Source: an optimization exercise on an open RTL-to-GDS flow (aim: small area, a short achievable clock period and few clock cycles per item). Production flows keep margins and buffers that such runs may drop. RTL that was checked went through simulation tests only; none was proved equivalent to the original.

run A:
==> flow/design.v <==
module keyed_sponge_hash_64
(
   input  logic        clock,
   input  logic        reset,
   input  logic        req_valid,
   output logic        req_ready,
   input  logic [31:0] req_data_bytes,
   input  logic [2:0]  req_byte_count,
   input  logic        req_last_block,
   output logic        rsp_valid,
   input  logic        rsp_ready,
   output logic [63:0] rsp_digest,
   input  logic        csr_write_enable,
   input  logic [63:0] csr_write_data
);
   localparam int RPC = 2;           
   localparam logic [2:0] BodySteps  = 3'(2 / RPC);
   localparam logic [2:0] EmptySteps = 3'(4 / RPC);
   localparam logic [2:0] FinalSteps = 3'(6 / RPC);
   localparam logic [2:0] PadStep    = 3'(FinalSteps - BodySteps + 1);
   function automatic logic [31:0] rotl32(input logic [31:0] x, input integer r);
      rotl32 = (x << r) | (x >> (32 - r));
   endfunction
   function automatic logic [127:0] arx_round(input logic [127:0] w);
      logic [31:0] a, b, c, d;
      a = w[31:0];
      b = w[63:32];
      c = w[95:64];
      d = w[127:96];
      a = a + b; b = rotl32(b, 5);  b = b ^ a; a = rotl32(a, 16);
      c = c + d; d = rotl32(d, 8);  d = d ^ c;
      a = a + d; d = rotl32(d, 13); d = d ^ a;
      c = c + b; b = rotl32(b, 7);  b = b ^ c; c = rotl32(c, 16);
      arx_round = {d, c, b, a};
   endfunction
   logic        open_ff;         
   logic [2:0]  rem_ff;          
   logic        fin_ff;          
   logic        padp_ff;         
   logic [2:0]  padn_ff;         
   logic        rsp_valid_ff;
   logic [63:0]  seed_ff;
   logic [127:0] words_ff;
   logic [63:0]  digest_ff;
   logic [2:0]  n;
   logic        n_nz;
   logic        take;
   logic        take_data;       
   logic        take_pad0;       
   logic        take_open;       
   logic        step;            
   logic        close;           
   logic        stall;           
   logic        use_init;        
   assign n         = req_byte_count[2] ? 3'd4 : req_byte_count;
   assign n_nz      = (req_byte_count != 3'd0);
   assign close     = fin_ff && (rem_ff == 3'd1);
   assign stall     = close && rsp_valid_ff;
   assign step      = (rem_ff != 3'd0) && !stall;
   assign req_ready = (rem_ff == 3'd0) || ((rem_ff == 3'd1) && !stall);
   assign take      = req_valid && req_ready && !reset;
   assign take_data = take && n_nz;
   assign take_pad0 = take && !n_nz && req_last_block;
   assign take_open = take && (n_nz || req_last_block);
   assign use_init  = close ? 1'b1 : (!open_ff && (rem_ff == 3'd0));
   logic [127:0] xin;
   always_comb begin
      xin = 128'd0;
      for (int i = 0; i < 4; i++) begin
         if (take_data && (n > 3'(i))) xin[8*i+:8] = req_data_bytes[8*i+:8];
      end
      if (take_pad0) begin
         xin[7:0]   = xin[7:0]   ^ 8'h1F;
         xin[31:24] = xin[31:24] ^ 8'h80;
      end
      if (padp_ff && (rem_ff == PadStep)) begin
         xin[31:24] = xin[31:24] ^ 8'h80;
         case (padn_ff)
            3'd1:    xin[15:8]  = xin[15:8]  ^ 8'h1F;
            3'd2:    xin[23:16] = xin[23:16] ^ 8'h1F;
            3'd3:    xin[31:24] = xin[31:24] ^ 8'h1F;
            default: xin[39:32] = xin[39:32] ^ 8'h1F;
         endcase
      end
   end
   logic [127:0] rnd;
   logic [127:0] init;
   logic [127:0] base;
   always_comb begin
      rnd = words_ff;
      for (int r = 0; r < RPC; r++) rnd = arx_round(rnd);
      init = {seed_ff[63:32], 32'd0, seed_ff[31:0], 32'd0};
      if (step && !close) base = rnd;
      else if (use_init && !stall) base = init;
      else base = words_ff;
   end
   always_ff @(posedge clock) begin
      words_ff <= base ^ xin;
      if (close && !stall) digest_ff <= rnd[63:0];
   end
   always_ff @(posedge clock) begin
      if (reset) begin
         seed_ff      <= 64'd0;
         open_ff      <= 1'b0;
         rem_ff       <= 3'd0;
         fin_ff       <= 1'b0;
         padp_ff      <= 1'b0;
         padn_ff      <= 3'd0;
         rsp_valid_ff <= 1'b0;
      end else begin
         if (csr_write_enable) seed_ff <= csr_write_data;
         rsp_valid_ff <= (rsp_valid_ff && !rsp_ready) || (close && !stall);
         if (step) rem_ff <= rem_ff - 3'd1;
         if (close && !stall) fin_ff <= 1'b0;
         if (take_open) begin
            if (req_last_block) begin
               open_ff <= 1'b0;
               fin_ff  <= 1'b1;
               padp_ff <= n_nz;
               padn_ff <= n;
               rem_ff  <= n_nz ? FinalSteps : EmptySteps;
            end else begin
               open_ff <= 1'b1;
               rem_ff  <= BodySteps;
            end
         end
      end
   end
   assign rsp_valid  = rsp_valid_ff;
   assign rsp_digest = digest_ff;
endmodule
clock: 8.0 ns
lec_check: 0
cap_margin: 20
core_margin: 2
core_utilization: 40
slew_margin: 20
run.sh (not shown) runs the stock make flow with config.mk's settings and CLKGATE_MAP_FILE= SYNTH_SCRIPT=/design/flow/synth_recipe.tcl, a recipe that flattens the netlist after the stock synthesis.
In run A the implementation completed, yet the final layout does not meet the checks, the culprit being setup timing.
Modified inputs, run B compared to run A
-- flow/design.v --
<<< run A, line 14
   input  logic [63:0] csr_write_data
);
   localparam int RPC = 2;           
   localparam logic [2:0] BodySteps  = 3'(2 / RPC);
   localparam logic [2:0] EmptySteps = 3'(4 / RPC);
>>> run B, line 14
   input  logic [63:0] csr_write_data
);
   localparam int RPC = 1;           
   localparam logic [2:0] BodySteps  = 3'(2 / RPC);
   localparam logic [2:0] EmptySteps = 3'(4 / RPC);
Findings:
Run B: flow completed, timing, DRC and antenna clean. On met3 usage, the lower figure sits with run B, not run A. Changes observed in run B relative to run A: worst setup margin shows an increase of 2.99 ns; fraction of area in registers shows an increase of 16 points; share of cells above drive strength 1 shows a reduction of 41 points. Sort run A and run B by number of standard cells in the layout, taps in and fillers out, ascending, and run B comes first. Against run A as the reference, run B delivers a lower post-route minimum period. Taking run A as the reference, in run B count of clock-buffer cells in the layout now larger; total number of vias down 47%.
No run of this note included a check of the RTL's function; only the layout flow was run.

========
keyed_sponge_hash_64, a different RTL version from the one above (not shown whole).
Size: ~1,800 cells after synthesis, roughly 270 flip-flops, about 170 I/O pins, ~0.016 mm^2 of cells after synthesis.
==> module keyed_sponge_hash_64, before the edit <==
module keyed_sponge_hash_64
(
   input  logic        clock,
   input  logic        reset,
   input  logic        req_valid,
   output logic        req_ready,
   input  logic [31:0] req_data_bytes,
   input  logic [2:0]  req_byte_count,
   input  logic        req_last_block,
   output logic        rsp_valid,
   input  logic        rsp_ready,
   output logic [63:0] rsp_digest,
   input  logic        csr_write_enable,
   input  logic [63:0] csr_write_data
);
   localparam int RPC = 1;           
   localparam logic [2:0] BodySteps  = 3'(2 / RPC);
   localparam logic [2:0] EmptySteps = 3'(4 / RPC);
   localparam logic [2:0] FinalSteps = 3'(6 / RPC);
   localparam logic [2:0] PadStep    = 3'(FinalSteps - BodySteps + 1);
   function automatic logic [31:0] rotl32(input logic [31:0] x, input integer r);
      rotl32 = (x << r) | (x >> (32 - r));
   endfunction
   function automatic logic [31:0] add32(input logic [31:0] x, input logic [31:0] y);
      logic [31:0] g, p, gg, pp;
      g  = x & y;
      p  = x ^ y;
      gg = g;
      pp = p;
      for (int l = 0; l < 5; l++) begin
         for (int i = 0; i < 32; i++) begin
            if (((i >> l) & 1) == 1) begin
               gg[i] = gg[i] | (pp[i] & gg[((i >> l) << l) - 1]);
               pp[i] = pp[i] & pp[((i >> l) << l) - 1];
            end
         end
      end
      add32 = p ^ {gg[30:0], 1'b0};
   endfunction
   function automatic logic [127:0] arx_round(input logic [127:0] w);
      logic [31:0] a, b, c, d;
      a = w[31:0];
      b = w[63:32];
      c = w[95:64];
      d = w[127:96];
      a = add32(a, b); b = rotl32(b, 5);  b = b ^ a; a = rotl32(a, 16);
      c = add32(c, d); d = rotl32(d, 8);  d = d ^ c;
      a = add32(a, d); d = rotl32(d, 13); d = d ^ a;
      c = add32(c, b); b = rotl32(b, 7);  b = b ^ c; c = rotl32(c, 16);
      arx_round = {d, c, b, a};
   endfunction
   logic        open_ff;         
   logic [2:0]  rem_ff;          
   logic        fin_ff;          
   logic        padp_ff;         
   logic [2:0]  padn_ff;         
   logic        rsp_valid_ff;
   logic [63:0]  seed_ff;
   logic [127:0] words_ff;
   logic [63:0]  digest_ff;
   logic [2:0]  n;
   logic        n_nz;
   logic        slot;            
   logic        take;            
   logic        take_data;       
   logic        take_pad0;       
   logic        take_open;       
   logic        step;            
   logic        close;           
   logic        stall;           
   logic        use_init;        
   assign n         = req_byte_count[2] ? 3'd4 : req_byte_count;
   assign n_nz      = (req_byte_count != 3'd0);
   assign close     = fin_ff && (rem_ff == 3'd1);
   assign stall     = close && rsp_valid_ff;
   assign step      = (rem_ff != 3'd0) && !stall;
   assign slot      = (rem_ff == 3'd0) || ((rem_ff == 3'd1) && !stall);
   assign req_ready = slot || (!n_nz && !req_last_block);
   assign take      = req_valid && slot && !reset;
   assign take_data = take && n_nz;
   assign take_pad0 = take && !n_nz && req_last_block;
   assign take_open = take && (n_nz || req_last_block);
   assign use_init  = close ? 1'b1 : (!open_ff && (rem_ff == 3'd0));
   logic [127:0] xin;
   always_comb begin
      xin = 128'd0;
      for (int i = 0; i < 4; i++) begin
         if (take_data && (n > 3'(i))) xin[8*i+:8] = req_data_bytes[8*i+:8];
      end
      if (take_pad0) begin
         xin[7:0]   = xin[7:0]   ^ 8'h1F;
         xin[31:24] = xin[31:24] ^ 8'h80;
      end
      if (padp_ff && (rem_ff == PadStep)) begin
         xin[31:24] = xin[31:24] ^ 8'h80;
         case (padn_ff)
            3'd1:    xin[15:8]  = xin[15:8]  ^ 8'h1F;
            3'd2:    xin[23:16] = xin[23:16] ^ 8'h1F;
            3'd3:    xin[31:24] = xin[31:24] ^ 8'h1F;
            default: xin[39:32] = xin[39:32] ^ 8'h1F;
         endcase
      end
   end
   logic [127:0] rnd;
   logic [127:0] init;
   logic         sel_rnd, sel_init, sel_hold;
   logic [127:0] base;
   assign sel_rnd  = step && !close;
   assign sel_init = !sel_rnd && use_init && !stall;
   assign sel_hold = !sel_rnd && !sel_init;
   always_comb begin
      rnd = words_ff;
      for (int r = 0; r < RPC; r++) rnd = arx_round(rnd);
      init = {seed_ff[63:32], 32'd0, seed_ff[31:0], 32'd0};
      base = (init & {128{sel_init}}) | (words_ff & {128{sel_hold}});
   end
   always_ff @(posedge clock) begin
      words_ff <= sel_rnd ? (rnd ^ xin) : (base ^ xin);
      if (close && !stall) digest_ff <= rnd[63:0];
   end
   always_ff @(posedge clock) begin
      if (reset) begin
         seed_ff      <= 64'd0;
         open_ff      <= 1'b0;
         rem_ff       <= 3'd0;
         fin_ff       <= 1'b0;
         padp_ff      <= 1'b0;
         padn_ff      <= 3'd0;
         rsp_valid_ff <= 1'b0;
      end else begin
         if (csr_write_enable) seed_ff <= csr_write_data;
         rsp_valid_ff <= (rsp_valid_ff && !rsp_ready) || (close && !stall);
         if (step) rem_ff <= rem_ff - 3'd1;
         if (close && !stall) fin_ff <= 1'b0;
         if (take_open) begin
            if (req_last_block) begin
               open_ff <= 1'b0;
               fin_ff  <= 1'b1;
               padp_ff <= n_nz;
               padn_ff <= n;
               rem_ff  <= n_nz ? FinalSteps : EmptySteps;
            end else begin
               open_ff <= 1'b1;
               rem_ff  <= BodySteps;
            end
         end
      end
   end
   assign rsp_valid  = rsp_valid_ff;
   assign rsp_digest = digest_ff;
endmodule
==> flow/config.mk <==
export PLATFORM = sky130hd
export DESIGN_NAME = keyed_sponge_hash_64
export DESIGN_NICKNAME = keyed_sponge_hash_64
export VERILOG_FILES = /design/flow/design.v
export SDC_FILE = /design/flow/constraint.sdc
export NUM_CORES = 4
export LEC_CHECK = 0
export CAP_MARGIN = 20
export CORE_MARGIN = 2
export CORE_UTILIZATION = 60
export SETUP_SLACK_MARGIN = 3
export SLEW_MARGIN = 20
==> flow/constraint.sdc <==
create_clock -name core_clock -period 8.0 [get_ports {clock}]
set_input_delay 1.6000 -clock core_clock [delete_from_list [all_inputs] [get_ports {clock}]]
set_output_delay 1.6000 -clock core_clock [all_outputs]
set_load 0.01 [all_outputs]
standard.sh (not shown) runs the stock make flow with config.mk's settings and CLKGATE_MAP_FILE= SYNTH_SCRIPT=/design/flow/synth_recipe.tcl, a recipe that flattens the netlist after the stock synthesis.
==> flow/flow/run.sh <==
#!/bin/bash
# The standard layout, with every port buffered by the smallest buffer
# (sky130_fd_sc_hd__buf_1) instead of the cell buffer_ports picks by default.
set -euo pipefail
bash standard.sh "BUFFER_PORTS_ARGS=-buffer_cell sky130_fd_sc_hd__buf_1" finish > standard.log 2>&1
The first run completed with no timing, DRC or antenna violations.
Testbench counts at the start, summed over its fixed seeds: cycles 22,239, items 9,227.
Edit:
--- a/flow/design.v
+++ b/flow/design.v
@@ -104,17 +104,15 @@
    logic [127:0] rnd;
    logic [127:0] init;
-   logic         sel_rnd, sel_init, sel_hold;
    logic [127:0] base;
-   assign sel_rnd  = step && !close;
-   assign sel_init = !sel_rnd && use_init && !stall;
-   assign sel_hold = !sel_rnd && !sel_init;
    always_comb begin
       rnd = words_ff;
       for (int r = 0; r < RPC; r++) rnd = arx_round(rnd);
       init = {seed_ff[63:32], 32'd0, seed_ff[31:0], 32'd0};
-      base = (init & {128{sel_init}}) | (words_ff & {128{sel_hold}});
+      if (step && !close) base = rnd ^ words_ff;
+      else if (use_init && !stall) base = init ^ words_ff;
+      else base = 128'd0;
    end
    always_ff @(posedge clock) begin
-      words_ff <= sel_rnd ? (rnd ^ xin) : (base ^ xin);
+      words_ff <= words_ff ^ base ^ xin;
       if (close && !stall) digest_ff <= rnd[63:0];
    end
Flip-flop and latch count does not change.
Cell count came out lower by 0.92%.
Worst setup slack gains 0.045 ns.
Via count drops by 0.71%.
Design area shrinks by 2.4%.
Area after synthesis climbs by 0.63%.
Fmax went up by 0.89%.
Global-route usage is higher by 1.6 points.
Non-clock buffer count decreases by 30.
Hold slack improved by 0.0047 ns.
Die area goes up by 0.62%.
Clock-buffer cell count decreases by 2.
Synthesized cell count goes up by 0.45%.
Testbench counts after the change, summed over its fixed seeds: cycles 22,239, items 9,227.

========
keyed_sponge_hash_64, a different RTL version from the one above (not shown whole).
Size in the first run: roughly 1,800 cells after synthesis, ~270 flip-flops, roughly 170 I/O pins, ~0.016 mm² of cells after synthesis.
==> module keyed_sponge_hash_64, before the edit <==
module keyed_sponge_hash_64
(
   input  logic        clock,
   input  logic        reset,
   input  logic        req_valid,
   output logic        req_ready,
   input  logic [31:0] req_data_bytes,
   input  logic [2:0]  req_byte_count,
   input  logic        req_last_block,
   output logic        rsp_valid,
   input  logic        rsp_ready,
   output logic [63:0] rsp_digest,
   input  logic        csr_write_enable,
   input  logic [63:0] csr_write_data
);
   localparam int RPC = 1;           
   localparam logic [2:0] BodySteps  = 3'(2 / RPC);
   localparam logic [2:0] EmptySteps = 3'(4 / RPC);
   localparam logic [2:0] FinalSteps = 3'(6 / RPC);
   localparam logic [2:0] PadStep    = 3'(FinalSteps - BodySteps + 1);
   function automatic logic [31:0] rotl32(input logic [31:0] x, input integer r);
      rotl32 = (x << r) | (x >> (32 - r));
   endfunction
   function automatic logic [31:0] add32(input logic [31:0] x, input logic [31:0] y);
      logic [31:0] g, p, gg, pp;
      g  = x & y;
      p  = x ^ y;
      gg = g;
      pp = p;
      for (int l = 0; l < 5; l++) begin
         for (int i = 0; i < 32; i++) begin
            if (((i >> l) & 1) == 1) begin
               gg[i] = gg[i] | (pp[i] & gg[((i >> l) << l) - 1]);
               pp[i] = pp[i] & pp[((i >> l) << l) - 1];
            end
         end
      end
      add32 = p ^ {gg[30:0], 1'b0};
   endfunction
   function automatic logic [127:0] arx_round(input logic [127:0] w);
      logic [31:0] a, b, c, d;
      a = w[31:0];
      b = w[63:32];
      c = w[95:64];
      d = w[127:96];
      a = add32(a, b); b = rotl32(b, 5);  b = b ^ a; a = rotl32(a, 16);
      c = add32(c, d); d = rotl32(d, 8);  d = d ^ c;
      a = add32(a, d); d = rotl32(d, 13); d = d ^ a;
      c = add32(c, b); b = rotl32(b, 7);  b = b ^ c; c = rotl32(c, 16);
      arx_round = {d, c, b, a};
   endfunction
   logic        open_ff;         
   logic [2:0]  rem_ff;          
   logic        fin_ff;          
   logic        padp_ff;         
   logic [2:0]  padn_ff;         
   logic        rsp_valid_ff;
   logic [63:0]  seed_ff;
   logic [127:0] words_ff;
   logic [63:0]  digest_ff;
   logic [2:0]  n;
   logic        n_nz;
   logic        take;
   logic        take_data;       
   logic        take_pad0;       
   logic        take_open;       
   logic        step;            
   logic        close;           
   logic        stall;           
   logic        use_init;        
   assign n         = req_byte_count[2] ? 3'd4 : req_byte_count;
   assign n_nz      = (req_byte_count != 3'd0);
   assign close     = fin_ff && (rem_ff == 3'd1);
   assign stall     = close && rsp_valid_ff;
   assign step      = (rem_ff != 3'd0) && !stall;
   assign req_ready = (rem_ff == 3'd0) || ((rem_ff == 3'd1) && !stall);
   assign take      = req_valid && req_ready && !reset;
   assign take_data = take && n_nz;
   assign take_pad0 = take && !n_nz && req_last_block;
   assign take_open = take && (n_nz || req_last_block);
   assign use_init  = close ? 1'b1 : (!open_ff && (rem_ff == 3'd0));
   logic [127:0] xin;
   always_comb begin
      xin = 128'd0;
      for (int i = 0; i < 4; i++) begin
         if (take_data && (n > 3'(i))) xin[8*i+:8] = req_data_bytes[8*i+:8];
      end
      if (take_pad0) begin
         xin[7:0]   = xin[7:0]   ^ 8'h1F;
         xin[31:24] = xin[31:24] ^ 8'h80;
      end
      if (padp_ff && (rem_ff == PadStep)) begin
         xin[31:24] = xin[31:24] ^ 8'h80;
         case (padn_ff)
            3'd1:    xin[15:8]  = xin[15:8]  ^ 8'h1F;
            3'd2:    xin[23:16] = xin[23:16] ^ 8'h1F;
            3'd3:    xin[31:24] = xin[31:24] ^ 8'h1F;
            default: xin[39:32] = xin[39:32] ^ 8'h1F;
         endcase
      end
   end
   logic [127:0] rnd;
   logic [127:0] init;
   logic [127:0] base;
   always_comb begin
      rnd = words_ff;
      for (int r = 0; r < RPC; r++) rnd = arx_round(rnd);
      init = {seed_ff[63:32], 32'd0, seed_ff[31:0], 32'd0};
      if (step && !close) base = rnd ^ words_ff;
      else if (use_init && !stall) base = init ^ words_ff;
      else base = 128'd0;
   end
   always_ff @(posedge clock) begin
      words_ff <= words_ff ^ base ^ xin;
      if (close && !stall) digest_ff <= rnd[63:0];
   end
   always_ff @(posedge clock) begin
      if (reset) begin
         seed_ff      <= 64'd0;
         open_ff      <= 1'b0;
         rem_ff       <= 3'd0;
         fin_ff       <= 1'b0;
         padp_ff      <= 1'b0;
         padn_ff      <= 3'd0;
         rsp_valid_ff <= 1'b0;
      end else begin
         if (csr_write_enable) seed_ff <= csr_write_data;
         rsp_valid_ff <= (rsp_valid_ff && !rsp_ready) || (close && !stall);
         if (step) rem_ff <= rem_ff - 3'd1;
         if (close && !stall) fin_ff <= 1'b0;
         if (take_open) begin
            if (req_last_block) begin
               open_ff <= 1'b0;
               fin_ff  <= 1'b1;
               padp_ff <= n_nz;
               padn_ff <= n;
               rem_ff  <= n_nz ? FinalSteps : EmptySteps;
            end else begin
               open_ff <= 1'b1;
               rem_ff  <= BodySteps;
            end
         end
      end
   end
   assign rsp_valid  = rsp_valid_ff;
   assign rsp_digest = digest_ff;
endmodule
export LEC_CHECK = 0
export CAP_MARGIN = 20
export CORE_MARGIN = 2
export CORE_UTILIZATION = 40
export SETUP_SLACK_MARGIN = 3
export SLEW_MARGIN = 20
create_clock -name core_clock -period 8.0 [get_ports {clock}]
Scripts as last shown in full above: flow/flow/run.sh
Testbench counts at the start, summed over its fixed seeds: cycles 22,649, items 9,227.
Then changed:
--- a/flow/design.v
+++ b/flow/design.v
@@ -57,27 +57,29 @@
    logic        rsp_valid_ff;
    logic [63:0]  seed_ff;
    logic [127:0] words_ff;
    logic [63:0]  digest_ff;
    logic [2:0]  n;
    logic        n_nz;
-   logic        take;
+   logic        slot;            
+   logic        take;            
    logic        take_data;       
    logic        take_pad0;       
    logic        take_open;       
    logic        step;            
    logic        close;           
    logic        stall;           
    logic        use_init;        
    assign n         = req_byte_count[2] ? 3'd4 : req_byte_count;
    assign n_nz      = (req_byte_count != 3'd0);
    assign close     = fin_ff && (rem_ff == 3'd1);
    assign stall     = close && rsp_valid_ff;
    assign step      = (rem_ff != 3'd0) && !stall;
-   assign req_ready = (rem_ff == 3'd0) || ((rem_ff == 3'd1) && !stall);
-   assign take      = req_valid && req_ready && !reset;
+   assign slot      = (rem_ff == 3'd0) || ((rem_ff == 3'd1) && !stall);
+   assign req_ready = slot || (!n_nz && !req_last_block);
+   assign take      = req_valid && slot && !reset;
    assign take_data = take && n_nz;
    assign take_pad0 = take && !n_nz && req_last_block;
    assign take_open = take && (n_nz || req_last_block);
    assign use_init  = close ? 1'b1 : (!open_ff && (rem_ff == 3'd0));
    logic [127:0] xin;
    always_comb begin
Worst setup slack gains 34 ps.
Cell area hardly moves.
Non-clock buffer count shrinks by 11.
Critical path depth shrinks by 2.
Clock-buffer cell count grows by 8.
Testbench counts after the change, summed over its fixed seeds: cycles 22,239, items 9,227.

port drivers added, routing unchanged:
In the flow no input, the clock included, has a driving cell. The finished layouts below were timed again as built, in two steps.
Step 1 sets driving cells, clkbuf_16 on the clock port and buf_2 on the other inputs (assumed; they add their load-dependent delay and slew).
Step 2 adds t to the input delays and takes it off the output delays; t is the mean of the earliest and latest rising clock arrival at the registers after step 1. Input paths then give back, and output paths get back, about the clock's delay inside the block.
a / b / c = ideal / step 1 / step 2; a / b = the first two.
run	shift t [ns]	setup slack, ns	worst setup path at the end	worst data-port slew with drivers (ns)
run A	0.639	-1.482 / -1.482 / -1.482	register to register	0.09
run B	0.656	1.512 / 1.512 / 1.512	register to register	0.06
the first run of note 2	0.609	2.906 / 2.906 / 2.906	register to register	0.05
the second run of note 2	0.618	2.951 / 2.951 / 2.951	register to register	0.05
the first run of note 3	0.653	2.884 / 2.884 / 2.884	register to register	0.05
the second run of note 3	0.648	2.919 / 2.919 / 2.919	register to register	0.05
